This design comes from an exercise in tuning for small area and a short achievable clock period on the open sky130 flow, not from production work.
In this exercise RTL edits were held to simulation tests only and were not proved equivalent to the original.

==> flow/design.v (outline; a module is shown in full before it is edited, if it fits) <==
// module fm_fa: 10 lines
// module fm_ha: 9 lines
// module fm_ao22: 9 lines
// module fm_bsel1: 8 lines
// module fm_fa1: 9 lines
// module fm_bsel: 12 lines
// module fm_inv: 1 lines
// module fm_nand2: 1 lines
// module fm_nor2: 1 lines
// module fm_or2: 1 lines
// module fm_nand3: 1 lines
// module fm_nor3: 1 lines
// module fm_xor2: 1 lines
// module fm_xnor2: 1 lines
// module fm_a21oi: 1 lines
// module fm_o21ai: 1 lines
// module fm_mux2i: 1 lines
// module fm_receiver: 2252 lines
module fm_receiver #(
  parameter int FRAME_LEN = 16
) (
  input  logic        ap_clk,
  input  logic        ap_rst_n,
  input  logic        ap_start,
  output logic        ap_done,
  output logic        ap_idle,
  output logic        ap_ready,
  input  logic [31:0] iq_in_V_TDATA,
  input  logic        iq_in_V_TVALID,
  output logic        iq_in_V_TREADY,
  output logic [31:0] audio_out_V_TDATA,
  output logic        audio_out_V_TVALID,
  input  logic        audio_out_V_TREADY,
  output logic [3:0]  led_out_V,
  input  logic [5:0]  s_axi_API_AWADDR,
  input  logic        s_axi_API_AWVALID,
  output logic        s_axi_API_AWREADY,
  input  logic [31:0] s_axi_API_WDATA,
  input  logic        s_axi_API_WVALID,
  output logic        s_axi_API_WREADY,
  output logic [1:0]  s_axi_API_BRESP,
  output logic        s_axi_API_BVALID,
  input  logic        s_axi_API_BREADY,
  input  logic [5:0]  s_axi_API_ARADDR,
  input  logic        s_axi_API_ARVALID,
  output logic        s_axi_API_ARREADY,
  output logic [31:0] s_axi_API_RDATA,
  output logic [1:0]  s_axi_API_RRESP,
  output logic        s_axi_API_RVALID,
  input  logic        s_axi_API_RREADY
);
  // ...
==> flow/flow/run.sh <==
#!/bin/bash
# The standard layout, with the ports buffered by plain buffers instead of the delay cells
# buffer_ports picks by default.
set -euo pipefail
bash standard.sh BUFFER_PORTS_ARGS="-buffer_cell sky130_fd_sc_hd__buf_2" finish > flow_standard.log 2>&1
==> flow/standard.sh <==
#!/bin/bash
# synth_recipe.tcl (not shown) runs the flow's synth.tcl, then flattens the netlist and writes it again
# the make line also repeats each setting of config.mk as NAME=value (left out here)
make -C /OpenROAD-flow-scripts/flow DESIGN_CONFIG=/design/flow/config.mk WORK_HOME=/design/flow/orfs CLKGATE_MAP_FILE= SYNTH_SCRIPT=/design/flow/synth_recipe.tcl "${@:-finish}"
==> flow/config.mk <==
export PLATFORM = sky130hd
export DESIGN_NAME = fm_receiver
export DESIGN_NICKNAME = fm_receiver
export VERILOG_FILES = /design/flow/design.v
export SDC_FILE = /design/flow/constraint.sdc
export NUM_CORES = 4
export LEC_CHECK = 0
export CAP_MARGIN = 20
export CORE_MARGIN = 2
export CORE_UTILIZATION = 60
export CTS_CLUSTER_DIAMETER = 150
export CTS_CLUSTER_SIZE = 40
export PLACE_DENSITY = 0.72
export SETUP_SLACK_MARGIN = 5
export SLEW_MARGIN = 20
export SYNTH_HIERARCHICAL = 1
==> flow/constraint.sdc <==
create_clock -name core_clock -period 11.0 [get_ports {ap_clk}]
set_input_delay 2.2000 -clock core_clock [delete_from_list [all_inputs] [get_ports {ap_clk}]]
set_output_delay 2.2000 -clock core_clock [all_outputs]
set_load 0.01 [all_outputs]
==> results.sh, run 1 <==
export IMPL_synth_simple_gate_area_share_pct=9.398
export IMPL_maxSlewHeadroom_pct=27.34
export IMPL_async_reset_ff_share_pct=48.39
export IMPL_min_delay_path_depth=2
export IMPL_final_weighted_congestion_in_routability_driven_placement=0.9740
export IMPL_run_status="no timing/DRC/antenna violations"
export IMPL_finish_instance_area_sq_mm=0.02343
export IMPL_timing_critical_path_to_type="register"
export IMPL_clkSlewWorstSetupHoldPaths_ns=0.08
export IMPL_post_cts_setup_buffers=1
export IMPL_clock_tree_area_fraction_pct=2.692
export IMPL_use_met1_pct=44.61
export IMPL_final_hold_viol_count=0
export IMPL_ys_ff_latch=186
export IMPL_placement_io_buffers=137
export IMPL_grt_first_pass_wirelength_mm=96.53
export IMPL_rows=68
export IMPL_netlist_top_cells_area="sky130_fd_sc_hd__fa_1 (22%), sky130_fd_sc_hd__xor2_1 (12%), sky130_fd_sc_hd__dfrtp_1 (10%)"
export IMPL_first_global_vias=17090
export IMPL_synth_largest_area_cell="sky130_fd_sc_hd__fa_1"
export IMPL_worst_slew_pin_transition_ns=1.086
export IMPL_timing_critical_path_max_delay_family="adder cells"
export IMPL_detailedRoute_firstPassIterationCount=7
export IMPL_layout_cells_largest_class="multi-input combinational cells"
export IMPL_clock_tree_from_tritoncts="done"
export IMPL_netlist_area_leader_share_pct=22.22
export IMPL_routed_wirelength_mm=62.30
export IMPL_yosysUniqueCellTypes=58
==> inputs of run 2 (changes only) <==
==> flow/flow/run.sh (replaced) <==
#!/bin/bash
# The standard layout, with the ports buffered by plain buffers instead of the delay cells
# buffer_ports picks by default.
set -euo pipefail
bash standard.sh BUFFER_PORTS_ARGS="-buffer_cell sky130_fd_sc_hd__buf_1" finish > flow_standard.log 2>&1
--- a/flow/config.mk
+++ b/flow/config.mk
@@ -8,8 +8,6 @@
 export CAP_MARGIN = 20
 export CORE_MARGIN = 2
 export CORE_UTILIZATION = 60
-export CTS_CLUSTER_DIAMETER = 150
-export CTS_CLUSTER_SIZE = 40
 export PLACE_DENSITY = 0.72
 export SETUP_SLACK_MARGIN = 5
 export SLEW_MARGIN = 20
==> run 2 against run 1 <==
Non-clock buffer count up 11. Critical path depth up 1. Utilization decreased by 0.28 points. Synthesized area unchanged. Synthesized cell count is the same. Flip-flop and latch count unchanged.
==> results.sh, run 2 <==
export IMPL_clkSlewWorstSetupHoldPaths_ns=0.09
export IMPL_placement_io_buffers=137
export IMPL_synth_ff_type="sky130_fd_sc_hd__dfrtp_1"
export IMPL_grt_first_pass_wirelength_mm=95.92
export IMPL_worst_slew_pin_transition_ns=1.133
export IMPL_post_drt_via_cell_ratio=6.367
export IMPL_layout_top_registers="cs_p (32), rdata (32), sample_count (32)"
export IMPL_layout_area_overhead_vs_synth_pct=11.10
export IMPL_final_weighted_congestion_in_routability_driven_placement=0.9761
export IMPL_antenna_violations_before_repair=0
export IMPL_period_needed_ns=5.941
export IMPL_mappedNetlistArea_sq_mm=0.02100
export IMPL_root_buffer="sky130_fd_sc_hd__clkbuf_16"
export IMPL_synth_seq_area_share_pct=22.95
export IMPL_fmaxAchievable_mhz=168.3
export IMPL_clock_tree_htree_level_count=4
export IMPL_clock_path_buffers=2
export IMPL_maximum_capacitance_violations=0
export IMPL_drt_drc_violations_left=0
export IMPL_maxSlewHeadroom_pct=24.39
export IMPL_final_net_count=2596
export IMPL_count_of_mapped_cells_out_of_synthesis=2040
export IMPL_post_synth_cell_area_avg_sq_um=10.29
export IMPL_crit_chain="buf_1 > buf_6 > a22o_1 > xor2_1 > fa_1 > fa_1 > fa_1 > fa_1 > fa_1 > fa_1 > ha_1"
export IMPL_cpMostUsedCell="sky130_fd_sc_hd__fa_1"
export IMPL_setup_worst_path_class="input port to register"
export IMPL_setup_viol_count_final=0
export IMPL_final_hold_viol_count=0
export IMPL_detailroute_via_count=17130
export IMPL_dp_hpwl_mm=45.81
export IMPL_coreArea_sq_mm=0.03454
export IMPL_routed_wirelength_mm=62.26
export IMPL_crit_reg2reg_launch="prev_i[7]"
export IMPL_detailedRoute_firstPassIterationCount=6
export IMPL_fp_dieH_microns=191.1
export IMPL_insertedDiodeCount=0
export IMPL_hold_class="register to register"
export IMPL_cp_data_required_time_ns=11.20
export IMPL_synth_largest_area_cell="sky130_fd_sc_hd__fa_1"
export IMPL_grt_setup_unrepaired="false"
export IMPL_ctsHoldBuffers=0
export IMPL_multi_input_area_sq_mm=0.01581
export IMPL_netlist_area_leader_share_pct=22.22
export IMPL_fillerInstances=2782
export IMPL_synth_most_common_cell="sky130_fd_sc_hd__xor2_1"
export IMPL_cts_inserted_buffers=17
export IMPL_global_route_usage_total_pct=34.51
export IMPL_rows=68
export IMPL_route_detailed_wl_per_inst_microns=23.15
export IMPL_start_util_pct=60.78
export IMPL_final_instance_count_excl_fill=2690
export IMPL_grt_overflow_total=0
export IMPL_yosysWarningCount=7
export IMPL_hold_path_startpoint="prev_i[9]"
export IMPL_post_route_cells_drive_above_1_share_pct=11.54
export IMPL_finish_instance_area_sq_mm=0.02333
export IMPL_cpMaxStageDelayCell="sky130_fd_sc_hd__fa_1"
export IMPL_async_reset_ff_share_pct=48.39
export IMPL_period_share_pct=54.01
export IMPL_setup_worst_path_start="iq_in_V_TDATA[30]"
export IMPL_timing_critical_path_to_type="register"
export IMPL_run_status="no timing/DRC/antenna violations"
export IMPL_clkSinkCount=186
export IMPL_arrival_ns=6.14
export IMPL_report_final_slew_viol_count=0
export IMPL_placed_cell_area_sq_mm=0.02227
export IMPL_slowest_delay_ns=0.58
export IMPL_iter_0_drt_violations=1417
export IMPL_first_global_vias=17310
export IMPL_timing_setup_tns_ns=0
export IMPL_grt_max_degree=82
export IMPL_netlist_top_cells_area="sky130_fd_sc_hd__fa_1 (22%), sky130_fd_sc_hd__xor2_1 (12%), sky130_fd_sc_hd__dfrtp_1 (10%)"
export IMPL_cp_max_fo=17
export IMPL_yosysUniqueCellTypes=58
export IMPL_clock_tree_from_tritoncts="done"
export IMPL_io_pins=168
export IMPL_register_area_sq_mm=0.004820
export IMPL_dieWidth_microns=191.1
export IMPL_clock_skew_ns=0.01686
export IMPL_worst_skew_pair_late_latency_ns=0.46
export IMPL_post_synth_most_frequent_cells="sky130_fd_sc_hd__xor2_1 (284), sky130_fd_sc_hd__nand2_1 (276), sky130_fd_sc_hd__a22o_1 (240), sky130_fd_sc_hd__fa_1 (233), sky130_fd_sc_hd__mux2i_1 (128)"
export IMPL_ys_ff_latch=186
export IMPL_route_antenna_remaining_nets=0
export IMPL_layout_common_cells="sky130_fd_sc_hd__nand2_1 (275), sky130_fd_sc_hd__xor2_1 (275), sky130_fd_sc_hd__a22o_1 (240)"
export IMPL_number_of_enable_flip_flop_cells_after_synthesis=64
export IMPL_worstSetupStartpointType="input port"
export IMPL_placed_cells_incl_taps=2638
export IMPL_die_area_sq_mm=0.03651
-- run 2: kinds of logic after synthesis --
| group | after synthesis | synth area share (%) |
|---|---|---|
| compound gates | 481 | 17.16 |
| xor+xnor | 362 | 15.10 |
| fa+ha+maj | 288 | 25.49 |
| buf+inv | 127 | 2.950 |
| flops | 186 | 22.95 |
| mux | 143 | 6.907 |
| other cells | 2 | 0.03577 |
| simple gates | 451 | 9.397 |
-- run 2: worst paths after layout --
check | to | slack, ns | cells after the start
worst min register to register | prev_i[9] | 0.46 | 2
worst max-delay path | cs_p[15] | 5.06 | 11
worst min-delay path | prev_i[9] | 0.46 | 2
min in group asynchronous | rdata[25] | 1.63 | 1
max in group asynchronous | rdata[7] | 8.21 | 2
worst max register to register | cs_p[18] | 5.15 | 11
-- run 2: metal layers --
| metal | routed length, microns | GRT usage [%] | part of all wire, % | up-vias |
|---|---|---|---|---|
| met1 | 24300 | 44.63 | 39 | 8499 |
| li1 | - | - | - | 7509 |
| met2 | 29840 | 57.90 | 48 | 946 |
| met3 | 5853 | 5.875 | 9.4 | 172 |
| met5 | 0 | 0 | 0 | - |
| met4 | 2267 | 13.70 | 3.6 | 0 |
-- run 2: area by class of cell --
| class | count | area share, % |
|---|---|---|
| Clock buffer | 17 | 1.824 |
| Clock inverter | 15 | 0.8796 |
| Inverter | 60 | 0.9762 |
| Multi-Input combinational cell | 1730 | 67.77 |
| Sequential cell | 186 | 20.66 |
| Tap cell | 455 | 2.440 |
| Timing Repair Buffer | 227 | 5.449 |
-- run 2: repair_timing --
action                     4_1_cts  5_1_grt
resized for setup               38       26
buffers inserted                 2       17
setup endpoints to repair       54       49
pin swaps                        1        3
-- run 2: worst max-delay path: cells and delay by family --
family	cells	cell delay, ns
adder cells (fa/ha/maj)	7	3.18
buffers and inverters	2	0.28
XOR/XNOR	1	0.25
AO/OA/AOI/OAI	1	0.19
-- run 2: per-stage QoR --
step           hold WS (ns)  util, %  setup WS [ns]
2_1_floorplan        0.4389        -          5.162
3_3_place_gp         0.4440    64.48          4.264
3_5_place_dp         0.4483    64.48          4.185
4_1_cts              0.4609    66.80          5.006
5_1_grt              0.4924    67.53          4.993
6_report             0.4595    67.53          5.059
-- run 2: modules after synthesis, one instance, submodules excluded, excerpt --
module       flops+latches  cell area [sq um]  times used  cells inside
fm_o21ai                 0              5.005          42             1
fm_fa1                   0              27.53           5             5
fm_inv                   0              3.754           9             1
fm_bsel                  0              8.758         240             1
fm_receiver            186               8133           1           789
fm_nand2                 0              3.754          81             1
fm_nand3                 0              5.005          10             1
fm_a21oi                 0              8.758          57             1
fm_ha                    0              12.51          47             1
fm_nor3                  0              10.01           4             1
fm_mux2i                 0              10.01         123             1
fm_or2                   0              6.256           2             1
fm_ao22                  0              8.758         240             1
fm_fa                    0              20.02         233             1
fm_nor2                  0              3.754          32             1
fm_bsel1                 0              12.51          32             2
==> inputs of run 3 (changes only) <==
==> flow/flow/run.sh (replaced) <==
#!/bin/bash
# The standard layout, with the ports buffered by plain buffers instead of the delay cells
# buffer_ports picks by default.
set -euo pipefail
bash standard.sh BUFFER_PORTS_ARGS="-buffer_cell sky130_fd_sc_hd__buf_2" SETUP_SLACK_MARGIN=5.5 finish > flow_standard.log 2>&1
--- a/flow/config.mk
+++ b/flow/config.mk
@@ -9,6 +9,5 @@
 export CORE_MARGIN = 2
 export CORE_UTILIZATION = 60
 export PLACE_DENSITY = 0.72
-export SETUP_SLACK_MARGIN = 5
 export SLEW_MARGIN = 20
 export SYNTH_HIERARCHICAL = 1
==> run 3 against run 2 <==
Hold slack lost 0.0020 ns. Die area stayed put. Cell area rose by 9.3%. Utilization increased by 6.3 points. Sequential share of layout area decreased by 1.8 points. Critical path depth is 5 higher. Synthesized area is the same.
==> results.sh, run 3 <==
export IMPL_run_status="no timing/DRC/antenna violations"
export IMPL_multi_input_area_sq_mm=0.01685
export IMPL_clock_tree_htree_level_count=4
export IMPL_route_detailed_wl_per_inst_microns=24.12
export IMPL_die_area_sq_mm=0.03651
export IMPL_mappedNetlistArea_sq_mm=0.02100
export IMPL_grt_setup_unrepaired="true"
export IMPL_netlist_top_cells_area="sky130_fd_sc_hd__fa_1 (22%), sky130_fd_sc_hd__xor2_1 (12%), sky130_fd_sc_hd__dfrtp_1 (10%)"
export IMPL_worstRegToRegCells=12
export IMPL_io_pins=168
export IMPL_cp_max_fo=5
export IMPL_synth_ff_type="sky130_fd_sc_hd__dfrtp_1"
export IMPL_post_drt_via_cell_ratio=6.375
export IMPL_maximum_capacitance_violations=0
export IMPL_arrival_ns=3.55
export IMPL_yosysUniqueCellTypes=58
export IMPL_synth_most_common_cell="sky130_fd_sc_hd__xor2_1"
export IMPL_layout_cells_most_common="sky130_fd_sc_hd__nand2_1"
export IMPL_post_synth_most_frequent_cells="sky130_fd_sc_hd__xor2_1 (284), sky130_fd_sc_hd__nand2_1 (276), sky130_fd_sc_hd__a22o_1 (240), sky130_fd_sc_hd__fa_1 (233), sky130_fd_sc_hd__mux2i_1 (128)"
export IMPL_clock_path_buffers=2
export IMPL_antenna_violations_before_repair=0
export IMPL_rows=68
export IMPL_clkSinkCount=186
export IMPL_coreArea_sq_mm=0.03454
export IMPL_setup_viol_count_final=0
export IMPL_ys_ff_latch=186
export IMPL_insertedDiodeCount=0
export IMPL_period_share_pct=52.31
export IMPL_netlist_area_leader_share_pct=22.22
export IMPL_routed_wirelength_mm=66.50
export IMPL_cts_inserted_buffers=17
export IMPL_final_hold_viol_count=0
export IMPL_detailroute_via_count=17580
export IMPL_maxSlewHeadroom_pct=26.71
export IMPL_timing_setup_tns_ns=0
export IMPL_placed_cells_incl_taps=2614
export IMPL_register_area_sq_mm=0.004821
export IMPL_async_reset_ff_share_pct=48.39
export IMPL_placement_io_buffers=137
export IMPL_postLayoutCoreUtil_pct=73.84
export IMPL_count_of_mapped_cells_out_of_synthesis=2040
export IMPL_worstSetupStartpointType="register"
export IMPL_final_instance_count_excl_fill=2757
export IMPL_setup_worst_path_class="register to output port"
export IMPL_drt_drc_violations_left=0
export IMPL_min_delay_path_depth=2
export IMPL_grt_max_degree=91
export IMPL_route_antenna_remaining_nets=0
export IMPL_worst_skew_pair_late_latency_ns=0.46
export IMPL_layout_area_overhead_vs_synth_pct=21.48
export IMPL_hold_class="register to register"
export IMPL_global_route_usage_total_pct=36.04
export IMPL_first_global_vias=18040
export IMPL_root_buffer="sky130_fd_sc_hd__clkbuf_16"
export IMPL_fillerInstances=2441
export IMPL_clock_tree_from_tritoncts="done"
export IMPL_post_route_cells_drive_above_1_share_pct=26.50
export IMPL_layout_common_cells="sky130_fd_sc_hd__nand2_1 (263), sky130_fd_sc_hd__xor2_1 (258), sky130_fd_sc_hd__a22o_1 (236)"
export IMPL_clkSlewWorstSetupHoldPaths_ns=0.08
export IMPL_synth_seq_area_share_pct=22.95
export IMPL_cp_data_required_time_ns=8.80
export IMPL_final_net_count=2663
export IMPL_detailedRoute_firstPassIterationCount=6
export IMPL_grt_overflow_total=0
export IMPL_clock_skew_ns=0.01523
export IMPL_number_of_enable_flip_flop_cells_after_synthesis=64
export IMPL_fp_dieH_microns=191.1
export IMPL_dp_hpwl_mm=45.50
export IMPL_layout_top_registers="cs_p (32), rdata (32), sample_count (32)"
export IMPL_yosysWarningCount=7
export IMPL_report_final_slew_viol_count=0
export IMPL_worst_slew_pin_transition_ns=1.098
export IMPL_final_weighted_congestion_in_routability_driven_placement=0.9577
export IMPL_iter_0_drt_violations=1802
export IMPL_grt_first_pass_wirelength_mm=100.1
export IMPL_fmaxAchievable_mhz=173.8
export IMPL_dieWidth_microns=191.1
export IMPL_synth_largest_area_cell="sky130_fd_sc_hd__fa_1"
export IMPL_post_synth_cell_area_avg_sq_um=10.29
export IMPL_start_util_pct=60.78
export IMPL_timing_critical_path_to_type="output port"
export IMPL_period_needed_ns=5.755
[run 3: cell types whose count changed in the layout (fill, tap and decap cells not counted), moves of 20 or more]
cell	previous run	this run
sky130_fd_sc_hd__buf_1	127	0
sky130_fd_sc_hd__buf_2	2	93
sky130_fd_sc_hd__buf_4	83	140
sky130_fd_sc_hd__buf_6	4	31
sky130_fd_sc_hd__fa_1	233	185
sky130_fd_sc_hd__fa_2	0	48
sky130_fd_sc_hd__nor2_1	79	59
sky130_fd_sc_hd__o21ai_1	59	38
[run 3: through the flow]
step,hold slack (ns),worst slack [ns],cell area (sq um)
floorplan,0.4389,5.207,21250
global placement,0.4435,4.667,22480
detailed placement,0.4489,4.637,22480
CTS,0.4608,5.340,24530
global route,0.4883,5.064,25510
finish,0.4575,5.245,25510
[run 3: cell families after synthesis]
family,share of synthesized area [%]
multiplexers,6.907
XOR/XNOR,15.10
other,0.03577
AO/OA/AOI/OAI,17.16
flip-flops,22.95
buffers and inverters,2.950
AND/OR/NAND/NOR,9.397
adder cells (fa/ha/maj),25.49
[run 3: final timing paths]
check / to / start / slack (ns)
worst min-delay path: prev_i[11] / prev_i[11] / 0.46
worst max-delay path: audio_out_V_TDATA[25] / cs_p[13] / 5.25
worst max register to register: cs_p[15] / prev_i[1] / 5.52
worst min register to register: prev_i[11] / prev_i[11] / 0.46
min in group asynchronous: axi_live / ap_rst_n / 1.81
max in group asynchronous: out_vld / ap_rst_n / 8.64
[run 3: critical path, cell delays in order (launching register included)]
cell                       delay, ns
sky130_fd_sc_hd__edfxtp_1       0.43
sky130_fd_sc_hd__buf_6          0.15
sky130_fd_sc_hd__a21oi_4        0.24
sky130_fd_sc_hd__o21ai_4        0.13
sky130_fd_sc_hd__a21oi_2        0.19
sky130_fd_sc_hd__buf_4          0.15
sky130_fd_sc_hd__o21ai_4        0.08
sky130_fd_sc_hd__xor2_4         0.17
sky130_fd_sc_hd__nand2_1        0.10
sky130_fd_sc_hd__nand3_2        0.08
sky130_fd_sc_hd__nor3_4         0.21
sky130_fd_sc_hd__nand2_2        0.09
sky130_fd_sc_hd__mux2i_4        0.29
sky130_fd_sc_hd__nand2_8        0.11
sky130_fd_sc_hd__buf_12         0.16
sky130_fd_sc_hd__mux2i_4        0.30
sky130_fd_sc_hd__buf_2          0.20
[run 3: repair_timing]
item / CTS / global route
hold buffers: 0 / 0
pin swaps: 57 / 48
setup buffers: 75 / 32
gates resized for setup: 172 / 135
setup endpoints to repair: 56 / 55
cloned: 1 / 2
[run 3: modules after synthesis (local to each module, per instance), excerpt]
module | times used | flip-flops and latches | cells inside | area (sq um)
fm_receiver | 1 | 186 | 789 | 8133
fm_fa1 | 5 | 0 | 5 | 27.53
fm_bsel1 | 32 | 0 | 2 | 12.51
fm_ha | 47 | 0 | 1 | 12.51
fm_nor3 | 4 | 0 | 1 | 10.01
fm_mux2i | 123 | 0 | 1 | 10.01
fm_ao22 | 240 | 0 | 1 | 8.758
fm_a21oi | 57 | 0 | 1 | 8.758
fm_xor2 | 20 | 0 | 1 | 8.758
fm_nand3 | 10 | 0 | 1 | 5.005
fm_o21ai | 42 | 0 | 1 | 5.005
fm_nand2 | 81 | 0 | 1 | 3.754
fm_nor2 | 32 | 0 | 1 | 3.754
[run 3: layout make-up]
class | count | share of cell area (%)
well taps | 455 | 2.232
flip-flops and latches | 186 | 18.90
clock inverters | 15 | 0.6720
clock buffers | 17 | 1.668
repair buffers | 294 | 9.570
multi-input cells | 1730 | 66.06
inverters | 60 | 0.9026
[run 3: layer usage]
metal / share of wire, % / track usage [%] / wire (microns)
met1: 38 / 44.76 / 25180
met2: 48 / 60.63 / 32100
met3: 9.4 / 7.013 / 6236
met4: 4.5 / 17.16 / 2974
met5: 0 / 0 / 0
==> inputs of run 4 (changes only) <==
==> flow/flow/run.sh (replaced) <==
#!/bin/bash
# The standard layout, with the ports buffered by plain buffers instead of the delay cells
# buffer_ports picks by default.
set -euo pipefail
bash standard.sh BUFFER_PORTS_ARGS="-buffer_cell sky130_fd_sc_hd__buf_2" finish > flow_standard.log 2>&1
--- a/flow/config.mk
+++ b/flow/config.mk
@@ -5,9 +5,10 @@
 export SDC_FILE = /design/flow/constraint.sdc
 export NUM_CORES = 4
 export LEC_CHECK = 0
-export CAP_MARGIN = 20
+export CAP_MARGIN = 5
 export CORE_MARGIN = 2
 export CORE_UTILIZATION = 60
 export PLACE_DENSITY = 0.72
-export SLEW_MARGIN = 20
+export SETUP_SLACK_MARGIN = 5
+export SLEW_MARGIN = 5
 export SYNTH_HIERARCHICAL = 1
==> run 4 against run 3 <==
Die area stayed put. Wire length fell by 6.5%.
==> results.sh, run 4 <==
export IMPL_number_of_enable_flip_flop_cells_after_synthesis=64
export IMPL_layout_top_registers="cs_p (32), rdata (32), sample_count (32)"
export IMPL_grt_max_degree=84
export IMPL_setup_worst_path_class="input port to register"
export IMPL_final_instance_count_excl_fill=2680
export IMPL_arrival_ns=6.14
export IMPL_ys_ff_latch=186
export IMPL_detailroute_via_count=16850
export IMPL_report_final_slew_viol_count=0
export IMPL_period_needed_ns=5.945
export IMPL_cpMostUsedCell="sky130_fd_sc_hd__fa_1"
export IMPL_cp_data_required_time_ns=11.20
export IMPL_fp_dieH_microns=191.1
export IMPL_final_hold_viol_count=0
export IMPL_global_route_usage_total_pct=34.71
export IMPL_synth_seq_area_share_pct=22.95
export IMPL_post_synth_cell_area_avg_sq_um=10.29
export IMPL_clock_path_buffers=2
export IMPL_route_detailed_wl_per_inst_microns=23.20
export IMPL_yosysUniqueCellTypes=58
export IMPL_final_net_count=2585
export IMPL_worstSetupStartpointType="input port"
export IMPL_crit_chain="buf_2 > a22o_1 > xor2_1 > fa_1 > fa_1 > fa_1 > fa_1 > fa_1 > fa_1 > ha_1"
export IMPL_timing_setup_tns_ns=0
export IMPL_finish_instance_area_sq_mm=0.02340
export IMPL_synth_most_common_cell="sky130_fd_sc_hd__xor2_1"
export IMPL_cts_inserted_buffers=17
export IMPL_grt_first_pass_wirelength_mm=96.53
export IMPL_detailedRoute_firstPassIterationCount=5
export IMPL_first_global_vias=17090
export IMPL_antenna_violations_before_repair=0
export IMPL_regToRegSetupSlack_ns=5.64
export IMPL_dp_hpwl_mm=44.99
export IMPL_io_pins=168
export IMPL_netlist_top_cells_area="sky130_fd_sc_hd__fa_1 (22%), sky130_fd_sc_hd__xor2_1 (12%), sky130_fd_sc_hd__dfrtp_1 (10%)"
export IMPL_coreArea_sq_mm=0.03454
export IMPL_fmaxAchievable_mhz=168.2
export IMPL_timing_critical_path_to_type="register"
export IMPL_async_reset_ff_share_pct=48.39
export IMPL_placement_io_buffers=137
export IMPL_placed_cell_area_sq_mm=0.02228
export IMPL_clkSlewWorstSetupHoldPaths_ns=0.08
export IMPL_clock_skew_ns=0.02341
export IMPL_iter_0_drt_violations=1481
export IMPL_period_share_pct=54.05
export IMPL_post_drt_via_cell_ratio=6.286
export IMPL_grt_overflow_total=0
export IMPL_post_route_cells_drive_above_1_share_pct=17.04
export IMPL_netlist_area_leader_share_pct=22.22
export IMPL_ctsHoldBuffers=0
export IMPL_worst_skew_pair_late_latency_ns=0.46
export IMPL_yosysWarningCount=7
export IMPL_final_weighted_congestion_in_routability_driven_placement=0.9740
export IMPL_layout_area_overhead_vs_synth_pct=11.47
export IMPL_fillerInstances=2754
export IMPL_cp_max_fo=17
export IMPL_setup_viol_count_final=0
export IMPL_drt_drc_violations_left=0
export IMPL_root_buffer="sky130_fd_sc_hd__clkbuf_16"
export IMPL_placed_cells_incl_taps=2616
export IMPL_maximum_capacitance_violations=0
export IMPL_count_of_mapped_cells_out_of_synthesis=2040
export IMPL_layout_cells_most_common="sky130_fd_sc_hd__xor2_1"
export IMPL_die_area_sq_mm=0.03651
export IMPL_mappedNetlistArea_sq_mm=0.02100
export IMPL_layout_common_cells="sky130_fd_sc_hd__xor2_1 (277), sky130_fd_sc_hd__nand2_1 (275), sky130_fd_sc_hd__a22o_1 (240)"
export IMPL_register_area_sq_mm=0.004820
export IMPL_start_util_pct=60.78
export IMPL_clkSinkCount=186
export IMPL_rows=68
export IMPL_maxSlewHeadroom_pct=15.52
export IMPL_post_synth_most_frequent_cells="sky130_fd_sc_hd__xor2_1 (284), sky130_fd_sc_hd__nand2_1 (276), sky130_fd_sc_hd__a22o_1 (240), sky130_fd_sc_hd__fa_1 (233), sky130_fd_sc_hd__mux2i_1 (128)"
export IMPL_grt_setup_unrepaired="true"
export IMPL_clock_tree_from_tritoncts="done"
export IMPL_hold_class="register to register"
export IMPL_clock_tree_htree_level_count=4
export IMPL_multi_input_area_sq_mm=0.01585
export IMPL_dieWidth_microns=191.1
export IMPL_routed_wirelength_mm=62.18
export IMPL_route_antenna_remaining_nets=0
export IMPL_cpMaxStageDelayCell="sky130_fd_sc_hd__fa_1"
export IMPL_synth_largest_area_cell="sky130_fd_sc_hd__fa_1"
export IMPL_worst_slew_pin_transition_ns=1.267
export IMPL_run_status="no timing/DRC/antenna violations"
export IMPL_synth_ff_type="sky130_fd_sc_hd__dfrtp_1"
export IMPL_slowest_delay_ns=0.51
[run 4: cell counts after synthesis]
Identical to the previous run, type by type.
[run 4: path summary, 6_finish.rpt]
check                             startpoint         to  depth (start not counted)
setup / recovery           iq_in_V_TDATA[22]   cs_p[17]                         10
hold / removal                     prev_i[9]  prev_i[9]                          2
setup reg to reg                   prev_i[1]   cs_p[17]                         12
hold reg to reg                    prev_i[9]  prev_i[9]                          2
max in group asynchronous           ap_rst_n   rdata[7]                          2
min in group asynchronous           ap_rst_n  rdata[23]                          1
[run 4: layout make-up]
type | instances | area share, %
antenna | 1 | 0.01069
inverter | 60 | 0.9730
timing repair buffer | 216 | 5.581
tap | 455 | 2.432
multi-input combinational | 1730 | 67.72
sequential | 186 | 20.59
clock buffer | 17 | 1.818
clock inverter | 15 | 0.8767
[run 4: modules after synthesis (local to each module, per instance), a selection]
| module | cells inside | times used | flops+latches | area [sq um] |
|---|---|---|---|---|
| fm_fa1 | 5 | 5 | 0 | 27.53 |
| fm_fa | 1 | 233 | 0 | 20.02 |
| fm_ha | 1 | 47 | 0 | 12.51 |
| fm_mux2i | 1 | 123 | 0 | 10.01 |
| fm_xnor2 | 1 | 22 | 0 | 8.758 |
| fm_xor2 | 1 | 20 | 0 | 8.758 |
| fm_a21oi | 1 | 57 | 0 | 8.758 |
| fm_or2 | 1 | 2 | 0 | 6.256 |
| fm_o21ai | 1 | 42 | 0 | 5.005 |
| fm_nor2 | 1 | 32 | 0 | 3.754 |
| fm_nand2 | 1 | 81 | 0 | 3.754 |
[run 4: logic make-up after synthesis]
logic type | share of synthesized area (%)
fa+ha+maj | 25.49
xor+xnor | 15.10
buf+inv | 2.950
flops | 22.95
simple gates | 9.397
compound gates | 17.16
mux | 6.907
other cells | 0.03577
[run 4: repair_timing]
| action | 4_1_cts | 5_1_grt |
|---|---|---|
| pin swaps | 1 | 1 |
| gates resized for setup | 25 | 19 |
| buffers inserted | 1 | 30 |
| endpoints found under the hold margin | 0 | 0 |
| setup endpoints to repair | 32 | 33 |
[run 4: stage by stage]
step / setup slack [ns] / utilization [%] / hold slack [ns]
floorplan: 5.162 / - / 0.4389
global placement: 4.654 / 64.50 / 0.4424
detailed placement: 4.652 / 64.50 / 0.4470
CTS: 4.974 / 66.73 / 0.4590
global route: 4.989 / 67.75 / 0.4924
finish: 5.055 / 67.76 / 0.4570
[run 4: worst max-delay path: cells and delay by family]
family,cells,cell delay (ns)
AOI/OAI and AO/OA,1,0.26
xor gates and xnor gates,1,0.09
adders and majority gates,7,3.15
buffers and inverters,1,0.44
[run 4: metal layers]
metal | up-vias | share of wire (%) | track usage, %
li1 | 7504 | - | -
met1 | 8205 | 40 | 44.61
met2 | 942 | 47 | 56.81
met3 | 196 | 9.4 | 7.839
met4 | 0 | 3.9 | 14.38
met5 | - | 0 | 0

[afterwards: timing with drivers on the ports]
How much do the figures lean on ideal ports? The routed layouts below were timed once more, with nothing changed but the port constraints.
Step 1, drivers: a clkbuf_16 drives ap_clk and a buf_2 each remaining input, both assumed.
Step 2, shift: input delay + t, output delay - t, t = (earliest + latest rising clock arrival at the registers) / 2. This alone moves slack from input paths to output paths.
a / b / c = ideal ports / drivers / drivers and shift; a / b = the first two.
run | shift t [ns] | setup WS [ns] | hold slack, ns | worst slew at a driven data input, ns
run 1 | 0.512 | 5.083 / 5.109 / 4.608 | 0.458 / 0.458 / 0.458 | 0.08
run 2 | 0.505 | 5.059 / 5.088 / 4.583 | 0.459 / 0.459 / 0.459 | 0.07
run 3 | 0.503 | 5.245 / 5.191 / 4.769 | 0.458 / 0.458 / 0.458 | 0.19
run 4 | 0.508 | 5.055 / 5.090 / 4.582 | 0.457 / 0.457 / 0.457 | 0.08
After both steps setup and hold are still met in every run listed.
